Context: an optimization exercise on an open-source flow, tuned for small area. The choices shown serve that exercise and are no tape-out recipe. Only simulation tests tie the RTL to the original design; equivalence was not proved. Power is estimated from default activity; no workload was simulated.

$ cat config.mk
export PLATFORM = sky130hd
export DESIGN_NAME = regfile_scoreboard
export DESIGN_NICKNAME = regfile_scoreboard
export VERILOG_FILES = /design/flow/design.v
export SDC_FILE = /design/flow/constraint.sdc
export NUM_CORES = 4
export LEC_CHECK = 0
export CAP_MARGIN = 10
export CORE_MARGIN = 2
export CORE_UTILIZATION = 40
export SLEW_MARGIN = 10
export SYNTH_HIERARCHICAL = 1
$ cat design.v
module regfile_scoreboard #(
  parameter int DATA_W   = 32,
  parameter int ADDR_W   = 5,
  parameter int ZERO_REG = 1,
  parameter int BYPASS   = 1
) (
  input  logic              clk,
  input  logic              reset,
  input  logic [ADDR_W-1:0] rd_addr1,
  output logic [DATA_W-1:0] rd_data1,
  output logic              rd_busy1,
  input  logic [ADDR_W-1:0] rd_addr2,
  output logic [DATA_W-1:0] rd_data2,
  output logic              rd_busy2,
  input  logic              wr_en,
  input  logic [ADDR_W-1:0] wr_addr,
  input  logic [DATA_W-1:0] wr_data,
  input  logic              rsv_en,
  input  logic [ADDR_W-1:0] rsv_addr,
  input  logic              flush,
  output logic [ADDR_W:0]   busy_cnt
);
  logic [31:1][DATA_W-1:0] regs_q, regs_d;
  logic [31:1]             valid_q, valid_d;
  logic [31:1]             busy_q, busy_d;
  logic [5:0]              cnt_q;
  logic [31:1] wdec, wdec_n, rdec;
  logic [31:1] d1, d2, s1, s2;
  logic        wr_ok, rsv_ok, wr_go, hit1, hit2, wr_rsv;
  logic        clr, rsv_busy, set, bm1, bm2, bymask;
  assign wr_ok  = wr_en  && (wr_addr  != '0);
  assign rsv_ok = rsv_en && (rsv_addr != '0);
  assign wr_go = wr_en && !reset;
  regfile_scoreboard_dec u_wdec (.a(wr_addr),  .en(wr_go),  .y(wdec), .yn(wdec_n));
  regfile_scoreboard_dec1 u_rdec (.a(rsv_addr), .en(rsv_en), .y(rdec));
  for (genvar i = 1; i < 32; i++) begin : g_reg
    for (genvar b = 0; b < DATA_W; b++) begin : g_bit
      regfile_scoreboard_hold u_h (.q(regs_q[i][b]), .d(wr_data[b]), .w(wdec[i]), .wn(wdec_n[i]),
                                   .y(regs_d[i][b]));
    end
    regfile_scoreboard_or2 u_v (.a(valid_q[i]), .b(wdec[i]), .y(valid_d[i]));
    regfile_scoreboard_busy u_b (.q(busy_q[i]), .wn(wdec_n[i]), .r(rdec[i]), .f(flush), .y(busy_d[i]));
  end
  always_ff @(posedge clk) begin
    regs_q <= regs_d;
  end
  always_ff @(posedge clk or posedge reset) begin
    if (reset) begin
      valid_q <= '0;
      busy_q  <= '0;
    end else begin
      valid_q <= valid_d;
      busy_q  <= busy_d;
    end
  end
  assign wr_rsv = wr_ok && (wr_addr == rsv_addr);
  regfile_scoreboard_sel31 u_clr (.sel(wdec), .d(busy_q), .y(clr));
  regfile_scoreboard_sel31 u_rsb (.sel(rdec), .d(busy_q), .y(rsv_busy));
  assign set = rsv_ok && !(rsv_busy && !wr_rsv);
  always_ff @(posedge clk or posedge reset) begin
    if (reset)            cnt_q <= '0;
    else if (flush)       cnt_q <= '0;
    else if (set && !clr) cnt_q <= cnt_q + 1'b1;
    else if (clr && !set) cnt_q <= cnt_q - 1'b1;
  end
  assign busy_cnt = cnt_q;
  regfile_scoreboard_rdsel u_rs1 (.a(rd_addr1), .valid(valid_d), .d(d1), .s(s1));
  regfile_scoreboard_rdsel u_rs2 (.a(rd_addr2), .valid(valid_d), .d(d2), .s(s2));
  for (genvar b = 0; b < DATA_W; b++) begin : g_rd
    logic [31:1] col;
    for (genvar i = 1; i < 32; i++) begin : g_col
      assign col[i] = regs_d[i][b];
    end
    regfile_scoreboard_sel31 u_p1 (.sel(s1), .d(col), .y(rd_data1[b]));
    regfile_scoreboard_sel31 u_p2 (.sel(s2), .d(col), .y(rd_data2[b]));
  end
  regfile_scoreboard_sel31 u_b1 (.sel(d1), .d(busy_q), .y(bm1));
  regfile_scoreboard_sel31 u_b2 (.sel(d2), .d(busy_q), .y(bm2));
  assign hit1     = wr_ok && (wr_addr == rd_addr1);
  assign hit2     = wr_ok && (wr_addr == rd_addr2);
  assign bymask   = !(rsv_en && wr_rsv);
  assign rd_busy1 = bm1 && !(hit1 && bymask);
  assign rd_busy2 = bm2 && !(hit2 && bymask);
endmodule
module regfile_scoreboard_pre (
  input  logic [4:0] a,
  input  logic       en,
  output logic [7:0] hn,
  output logic [3:0] ln
);
  always_comb begin
    for (int j = 0; j < 8; j++) hn[j] = !(en && a[4:2] == 3'(j));
    for (int k = 0; k < 4; k++) ln[k] = !(a[1:0] == 2'(k));
  end
endmodule
module regfile_scoreboard_pre0 (
  input  logic [4:0] a,
  output logic [7:0] hn,
  output logic [3:0] ln
);
  always_comb begin
    for (int j = 0; j < 8; j++) hn[j] = !(a[4:2] == 3'(j));
    for (int k = 0; k < 4; k++) ln[k] = !(a[1:0] == 2'(k));
  end
endmodule
module regfile_scoreboard_dec (
  input  logic [4:0]  a,
  input  logic        en,
  output logic [31:1] y,
  output logic [31:1] yn
);
  logic [7:0] hn;
  logic [3:0] ln;
  regfile_scoreboard_pre u_pre (.a(a), .en(en), .hn(hn), .ln(ln));
  for (genvar i = 1; i < 32; i++) begin : g_line
    logic p;
    regfile_scoreboard_nor2 u_p (.a(hn[i/4]), .b(ln[i%4]), .y(p));
    regfile_scoreboard_inv  u_n (.a(p), .y(yn[i]));
    regfile_scoreboard_inv  u_y (.a(yn[i]), .y(y[i]));
  end
endmodule
module regfile_scoreboard_dec1 (
  input  logic [4:0]  a,
  input  logic        en,
  output logic [31:1] y
);
  logic [7:0] hn;
  logic [3:0] ln;
  regfile_scoreboard_pre u_pre (.a(a), .en(en), .hn(hn), .ln(ln));
  for (genvar i = 1; i < 32; i++) begin : g_line
    regfile_scoreboard_nor2 u_y (.a(hn[i/4]), .b(ln[i%4]), .y(y[i]));
  end
endmodule
module regfile_scoreboard_rdsel (
  input  logic [4:0]  a,
  input  logic [31:1] valid,
  output logic [31:1] d,
  output logic [31:1] s
);
  logic [7:0] hn;
  logic [3:0] ln;
  regfile_scoreboard_pre0 u_pre (.a(a), .hn(hn), .ln(ln));
  for (genvar i = 1; i < 32; i++) begin : g_line
    regfile_scoreboard_nor2 u_d (.a(hn[i/4]), .b(ln[i%4]), .y(d[i]));
    regfile_scoreboard_and2 u_s (.a(d[i]), .b(valid[i]), .y(s[i]));
  end
endmodule
module regfile_scoreboard_sel31 (
  input  logic [31:1] sel,
  input  logic [31:1] d,
  output logic        y
);
  logic [10:0] n;
  for (genvar g = 0; g < 10; g++) begin : g_grp
    regfile_scoreboard_aoi3 u (.s(sel[3*g+1+:3]), .d(d[3*g+1+:3]), .y(n[g]));
  end
  regfile_scoreboard_nand2 u_n31 (.a(sel[31]), .b(d[31]), .y(n[10]));
  assign y = ~&n;
endmodule
module regfile_scoreboard_hold (
  input  logic q,
  input  logic d,
  input  logic w,
  input  logic wn,
  output logic y
);
  assign y = (q & wn) | (d & w);
endmodule
module regfile_scoreboard_busy (
  input  logic q,
  input  logic wn,
  input  logic r,
  input  logic f,
  output logic y
);
  assign y = !f && ((q && wn) || r);
endmodule
module regfile_scoreboard_aoi3 (
  input  logic [2:0] s,
  input  logic [2:0] d,
  output logic       y
);
  assign y = ~((s[0] & d[0]) | (s[1] & d[1]) | (s[2] & d[2]));
endmodule
module regfile_scoreboard_aoi21 (
  input  logic a1,
  input  logic a2,
  input  logic b,
  output logic y
);
  assign y = ~((a1 & a2) | b);
endmodule
module regfile_scoreboard_nand2 (
  input  logic a,
  input  logic b,
  output logic y
);
  assign y = ~(a & b);
endmodule
module regfile_scoreboard_nor2 (
  input  logic a,
  input  logic b,
  output logic y
);
  assign y = ~(a | b);
endmodule
module regfile_scoreboard_and2 (
  input  logic a,
  input  logic b,
  output logic y
);
  assign y = a & b;
endmodule
module regfile_scoreboard_or2 (
  input  logic a,
  input  logic b,
  output logic y
);
  assign y = a | b;
endmodule
module regfile_scoreboard_inv (
  input  logic a,
  output logic y
);
  assign y = ~a;
endmodule
$ cat constraint.sdc
create_clock -name core_clock -period 8.0 [get_ports {clk}]
set_input_delay 1.6000 -clock core_clock [delete_from_list [all_inputs] [get_ports {clk}]]
set_output_delay 1.6000 -clock core_clock [all_outputs]
set_load 0.01 [all_outputs]
$ cat flow/run.sh
#!/bin/bash
# The standard layout (the standard.sh, unchanged synthesis) with two
# changes to how the layout is made, both to cut cell area:
#  - ports are buffered with buf_1 instead of the resizer's default buffer;
#  - the clock tree uses clkbuf_8 with sinks clustered up to 16 within 70 um,
#    and no dummy loads.
# Every tool's full output is in standard.log and the ORFS logs under orfs/logs.
set -euo pipefail
export BUFFER_PORTS_ARGS="-buffer_cell sky130_fd_sc_hd__buf_1"
export CTS_ARGS="-sink_clustering_enable -repair_clock_nets -sink_clustering_size 16 -sink_clustering_max_diameter 70 -buf_list {sky130_fd_sc_hd__clkbuf_8} -dont_use_dummy_load"
bash standard.sh "BUFFER_PORTS_ARGS=$BUFFER_PORTS_ARGS" "CTS_ARGS=$CTS_ARGS" finish > standard.log 2>&1
$ cat standard.sh
#!/bin/bash
# synth_recipe.tcl (not shown) runs the flow's synth.tcl, then flattens the netlist and writes it again
# the make line also repeats each setting of config.mk as NAME=value (left out here)
make -C /OpenROAD-flow-scripts/flow DESIGN_CONFIG=/design/flow/config.mk WORK_HOME=/design/flow/orfs CLKGATE_MAP_FILE= SYNTH_SCRIPT=/design/flow/synth_recipe.tcl "${@:-finish}"
==> flow_metrics.tcl <==
set metrics [dict create \
    status "finished clean" \
    synthTopCellsByArea "dfxtp_1, a22o_1, a222oi_1" \
    dp_hpwl_um 114100 \
    nNetsFinal 3922 \
    drive_gt1_frac 0.07543 \
    slowest_stage "or4b_1" \
    port_buffers 128 \
    leakage_nw 17.02 \
    tightest_slew_ps 1235 \
    synth_top_cell_area_share 0.4799 \
    rrSetupSlack_ps 4060 \
    viasPerCell 7.908 \
    avgSynthCellArea_sq_um 11.72 \
    synth_nets 3593 \
    async_reset_ff_frac 0.06415 \
    cts_sinks 1060 \
    clk_pin_slew_ps 100 \
    cp_cell_sequence "buf_1, nor2b_1, or4b_1, nor2_1, clkinv_1, buf_4, inv_2, or2_1, and2_2, buf_4, a222oi_1, nand4_1, or3_1, buf_1" \
    finalCritPeriodShare 0.9543 \
    antenna_found_initial 11 \
    area_delta_synth_final_pct 10.32 \
    clock_latency_ps 750 \
    grt_pass1_wl_um 282200 \
    endpoint_kind "output port" \
    fin_skew_ps 74.57 \
    antenna_left 0 \
    core_region_area_sq_um 102200 \
    cap_viol_max_count 0 \
    critPathRequiredTime_ps 6400 \
    htreeDepth 3 \
    rows 117 \
    ys_ff_latch 1060 \
    clockRootBuffer "clkbuf_8" \
    place_ws_ps 699.5 \
    fmax_ghz 0.1310 \
    final_hold_viol_count 0 \
    arrival_ps 6030 \
    globalplace.congestion 0.9886 \
    tns_ps 0 \
    yosysTopAreaCell "dfxtp_1" \
    synthFlopType "dfxtp_1" \
    hold_buffers 0 \
    cts_tree "yes" \
    routedWlPerCell_um 38.36 \
    yosys-top-cells-count "a22o_1, dfxtp_1, a222oi_1" \
    final_core_util 0.4468 \
    dr.pass1.iters 21 \
    max_stage_delay_ps 640 \
    placed_area_sq_um 44590 \
    num-fill-cells 9720 \
    numCtsBuffers 77 \
    hold_class "flop to flop" \
    crit_fanout 22 \
    cts_max_path_buffers 3 \
    drtIter0Drc 10150 \
    rsz0062_at_grt "false" \
    synth_cells 3531 \
    cts_resized 0 \
    yosys_warnings 9 \
    final_max_slew_viol_count 0 \
    ys_types 40 \
    wl_um 200600 \
    grt_max_degree 69 \
    setup_viol 0 \
    cts_setup_buffers 0 \
    gr-usage-all-layers 0.3589 \
    setup.worst_path.start_class "input port" \
    final.min_clock_period_ps 7634 \
    slew_headroom 0.1766 \
    critical_path_class "input port to output port" \
    finalWorstSetupSlack_ps 365.6 \
    peakVddDrop_mv 0.1167 \
    syn_area_sq_um 41380 \
    die-height_um 325.7 \
    drc 0 \
    power_w 0.01046 \
    fin_area_sq_um 45660 \
    num_vias 41350 \
    yosysSeqAreaShare 0.5210 \
    die_w_um 325.7 \
    die_area_sq_um 106000 \
    synth_edf_count 0 \
    ios 129 \
    grt_pass1_vias 39250 \
    powerDensity_nw_per_um2 229.0 \
    overflow 0 \
    initial_core_util 0.4050 \
]
## metal layers
layer	vias to the layer above	track usage	wire length, um
met2	3805	0.4907	79280
met4	16	0.1945	12620
met1	20260	0.4759	75040
met3	719	0.1482	33480
li1	16550	-	-
met5	-	0.008429	190
## flip-flops by register name, summed over array words and instances, names as in the netlist
signal / cells
regs_q: 992
busy_q: 31
valid_q: 31
cnt_q: 6
## layout make-up
type	count	area [sq um]	area share
sequential	1060	21560	0.4723
multi-input combinational	2401	19630	0.4300
antenna	3	7.507	0.0001644
inverter	68	255.2	0.005591
clock buffer	77	1060	0.02321
timing repair buffer	252	1430	0.03132
tap	1368	1712	0.03749
## where the power goes
part | internal (W) | switching [W]
sequential | 0.00599 | 0.000190
clock | 0.000868 | 0.00178
combinational | 0.000714 | 0.000916
total | 0.00757 | 0.00288
## placed cells by master, fill, tap and decap left out, drive strengths merged, types with 4 or more instances in the layout
cell type  instances
a22o             992
dfxtp            992
a222oi           680
buf              237
nor2             158
nand4            138
clkbuf            92
nand2             74
nand3             72
or3               71
dfrtp             68
and2              62
clkinv            36
or2               35
a21oi             33
inv               32
xnor2             11
nand2b             8
xor2               7
nand4bb            6
nand4b             6
or3b               6
nand3b             6
a21o               5
or4b               5
ha                 4
o21ai              4
## cell families after synthesis
family | count (synthesis) | synth area share
simple gates | 654 | 0.08487
flops | 1060 | 0.5210
mux | 2 | 0.0005140
buf+inv | 70 | 0.006530
compound gates | 1722 | 0.3816
xor+xnor | 18 | 0.003809
fa+ha+maj | 5 | 0.001693
## stage by stage
step	hold WS, ps	std cells
after detailed placement	452.3	5149
final	475.6	5229
after global placement	443.6	5149
after floorplan	430.8	3531
after global routing	503.6	5227
after CTS	477.2	5226
## worst max-delay path, delay by kind of cell
family                 cells  cell delay [ps]
AO/OA/AOI/OAI              1              190
AND/OR/NAND/NOR            7             2280
buffers and inverters      6             1900
## modules after synthesis, one instance, submodules excluded, excerpt
| module | cells inside | copies in the design |
|---|---|---|
| regfile_scoreboard_nand2 | 1 | 68 |
| regfile_scoreboard_and2 | 1 | 62 |
| regfile_scoreboard_busy | 2 | 31 |
| regfile_scoreboard_inv | 1 | 62 |
| regfile_scoreboard_sel31 | 4 | 68 |
| regfile_scoreboard_hold | 1 | 992 |
| regfile_scoreboard_or2 | 1 | 31 |
| regfile_scoreboard_aoi3 | 1 | 680 |
| regfile_scoreboard_nor2 | 1 | 124 |
## path summary, 6_finish.rpt
kind,start,to,depth (start not counted)
setup / recovery,wr_en,rd_data2[19],14
hold / removal,valid_q[27],valid_q[27],1
setup reg to reg,busy_q[22],cnt_q[5],14
hold reg to reg,valid_q[27],valid_q[27],1
max in group asynchronous,reset,valid_q[31],3
min in group asynchronous,reset,valid_q[1],3

-- afterwards: timing with drivers on the ports --
In the flow no input, the clock included, has a driving cell. The finished layout below was timed again as built, in two steps.
Step 1 sets driving cells, clkbuf_16 on the clock port and buf_2 on the other inputs (assumed; they add their load-dependent delay and slew).
Step 2 moves the port delays by t, midway between the first and last clock arrival at a register: inputs arrive t later, outputs are due t later. That takes back most of the time a late clock gives input paths.
Slacks: no drivers / after step 1 / after step 2; pairs: no drivers / after step 1.
shift t [ns]: 0.794
setup slack, ns: 0.366 / 0.344 / 0.344
latest minus earliest clock arrival (ns): 0.101 / 0.101
worst register clock-pin slew, ns: 0.11 / 0.11
worst data-port slew with drivers (ns): 0.13
After both steps this run still meets setup and hold. The setup slack of this run moves by -0.022 ns with the drivers and by -0.022 ns with both steps.
